Background: an optimization exercise with open tools, aiming at small area, a short achievable clock period and few clock cycles. Do not read the settings as production practice. The RTL was checked by simulation tests, not by an equivalence proof against the original design. No activity file was given, so power comes from the tool's default toggle rates.

Setup of trial 17:
==> flow/design.v (excerpt) <==
module hashCpu (
    input  wire logic                          clk,
    input  wire logic                          reset,
    input  wire logic                          instrReq,
    input  wire logic [31:0]                   instr,     
    output logic                               instrAck,
    output logic [hashCpuPkg::DATA_W-1:0]      result
);
Size: roughly 3900 cells after synthesis, about 68 I/O pins, ~56000 µm² of cells after synthesis.
==> module rdSel32, before the edit <==
module rdSel32 (
    input  wire logic [hashCpuPkg::NUM_REGS-1:0] data,
    input  wire logic [hashCpuPkg::NUM_REGS-1:0] sel,
    output logic                                 outN
);
    logic [10:0] grpN;
    for (genvar g = 0; g < 10; g++) begin : g_grp
        aoi222 u_aoi (
            .a0(data[3*g+1]), .s0(sel[3*g+1]),
            .a1(data[3*g+2]), .s1(sel[3*g+2]),
            .a2(data[3*g+3]), .s2(sel[3*g+3]),
            .y (grpN[g])
        );
    end
    assign grpN[10] = ~(data[31] & sel[31]);
    logic [2:0] part;
    nand4g u_part0 (.a(grpN[0]), .b(grpN[1]), .c(grpN[2]),  .d(grpN[3]), .y(part[0]));
    nand4g u_part1 (.a(grpN[4]), .b(grpN[5]), .c(grpN[6]),  .d(grpN[7]), .y(part[1]));
    nand3g u_part2 (.a(grpN[8]), .b(grpN[9]), .c(grpN[10]), .y(part[2]));
    nor3g  u_out   (.a(part[0]), .b(part[1]), .c(part[2]),  .y(outN));
endmodule
==> module nand4g, before the edit <==
module nand4g (
    input  wire logic a,
    input  wire logic b,
    input  wire logic c,
    input  wire logic d,
    output logic      y
);
    assign y = ~(a & b & c & d);
endmodule
==> module nor3g, before the edit <==
module nor3g (
    input  wire logic a,
    input  wire logic b,
    input  wire logic c,
    output logic      y
);
    assign y = ~(a | b | c);
endmodule
export LEC_CHECK = 0
export CAP_MARGIN = 20
export CELL_PAD_IN_SITES_DETAIL_PLACEMENT = 1
export CELL_PAD_IN_SITES_GLOBAL_PLACEMENT = 1
export CORE_MARGIN = 2
export CORE_UTILIZATION = 45
export CTS_BUF_LIST = sky130_fd_sc_hd__clkbuf_8
export CTS_CLUSTER_DIAMETER = 60
export CTS_CLUSTER_SIZE = 16
export SETUP_SLACK_MARGIN = 4.0
export SLEW_MARGIN = 20
export SYNTH_HIERARCHICAL = 1
export TNS_END_PERCENT = 0
create_clock -name core_clock -period 8.0 [get_ports {clk}]
run.sh (not shown) runs the stock make flow with config.mk's settings and CLKGATE_MAP_FILE= SYNTH_SCRIPT=/design/flow/synth_recipe.tcl, a recipe that flattens the netlist after the stock synthesis.
Trial 17 finished every stage and its layout cleared the timing, DRC and antenna checks.
Testbench counts of trial 17, summed over its fixed seeds: cycles 32,000.
What build 87 does differently from trial 17 at the input level:
-- flow/design.v --
<<< trial 17, line 259
    end
    assign grpN[10] = ~(data[31] & sel[31]);
    logic [2:0] part;
    nand4g u_part0 (.a(grpN[0]), .b(grpN[1]), .c(grpN[2]),  .d(grpN[3]), .y(part[0]));
    nand4g u_part1 (.a(grpN[4]), .b(grpN[5]), .c(grpN[6]),  .d(grpN[7]), .y(part[1]));
    nand3g u_part2 (.a(grpN[8]), .b(grpN[9]), .c(grpN[10]), .y(part[2]));
    nor3g  u_out   (.a(part[0]), .b(part[1]), .c(part[2]),  .y(outN));
endmodule
module aoi222 (
>>> build 87, line 259
    end
    assign grpN[10] = ~(data[31] & sel[31]);
    logic [3:0] part;
    logic [1:0] partN;
    nand3g u_part0 (.a(grpN[0]), .b(grpN[1]), .c(grpN[2]),  .y(part[0]));
    nand3g u_part1 (.a(grpN[3]), .b(grpN[4]), .c(grpN[5]),  .y(part[1]));
    nand3g u_part2 (.a(grpN[6]), .b(grpN[7]), .c(grpN[8]),  .y(part[2]));
    nand2g u_part3 (.a(grpN[9]), .b(grpN[10]), .y(part[3]));
    nor2g  u_half0 (.a(part[0]), .b(part[1]), .y(partN[0]));
    nor2g  u_half1 (.a(part[2]), .b(part[3]), .y(partN[1]));
    and2g  u_out   (.a(partN[0]), .b(partN[1]), .y(outN));
endmodule
module aoi222 (
<<< trial 17, line 276
    assign y = ~((a0 & s0) | (a1 & s1) | (a2 & s2));
endmodule
module nand4g (
    input  wire logic a,
    input  wire logic b,
    input  wire logic c,
    input  wire logic d,
    output logic      y
);
    assign y = ~(a & b & c & d);
endmodule
module nand3g (
>>> build 87, line 280
    assign y = ~((a0 & s0) | (a1 & s1) | (a2 & s2));
endmodule
module nand2g (
    input  wire logic a,
    input  wire logic b,
    output logic      y
);
    assign y = ~(a & b);
endmodule
module nor2g (
    input  wire logic a,
    input  wire logic b,
    output logic      y
);
    assign y = ~(a | b);
endmodule
module and2g (
    input  wire logic a,
    input  wire logic b,
    output logic      y
);
    assign y = a & b;
endmodule
module nand3g (
<<< trial 17, line 292
);
    assign y = ~(a & b & c);
endmodule
module nor3g (
    input  wire logic a,
    input  wire logic b,
    input  wire logic c,
    output logic      y
);
    assign y = ~(a | b | c);
endmodule
`default_nettype wire
>>> build 87, line 308
);
    assign y = ~(a & b & c);
endmodule
`default_nettype wire
==> run notes <==
- Build 87: relative contribution of combinational cells to total power higher than trial 17
- Build 87 has more setup slack than trial 17.
- Between trial 17 and build 87, the difference in HPWL after detailed placement is negligible.
- Switching power sits higher in build 87 than in trial 17.
- Comparing the two runs side by side, build 87 comes out ahead of trial 17 on worst hold slack after final layout.
- Sequential share of cell area in build 87 is 1.2 points below trial 17.
Testbench counts of build 87, summed over its fixed seeds: cycles 32,000.

-- static timing again, ports no longer ideal --
In the flow no input, the clock included, has a driving cell. The finished layouts below were timed again as built, in two steps. Step 1 assumes that a clkbuf_16 drives the clock port and a buf_2 every other input. Step 2, shift: input delay + t, output delay - t, t = (earliest + latest rising clock arrival at the registers) / 2. This alone moves slack from input paths to output paths. Slacks: no drivers / after step 1 / after step 2; pairs: no drivers / after step 1.
run | shift t [ns] | setup slack, ns | hold slack, ns | worst setup path at the end | worst slew at a driven data input, ns
trial 17 | 0.977 | 3.276 / 3.264 / 2.287 | 0.859 / 0.859 / 0.859 | input to register | 0.13
build 87 | 0.971 | 3.382 / 3.439 / 2.469 | 0.962 / 0.962 / 0.962 | input to register | 0.06
After both steps setup and hold are still met in every run listed. The setup slack of trial 17, which loses most, moves by -0.012 ns with the drivers and by -0.989 ns with both steps.
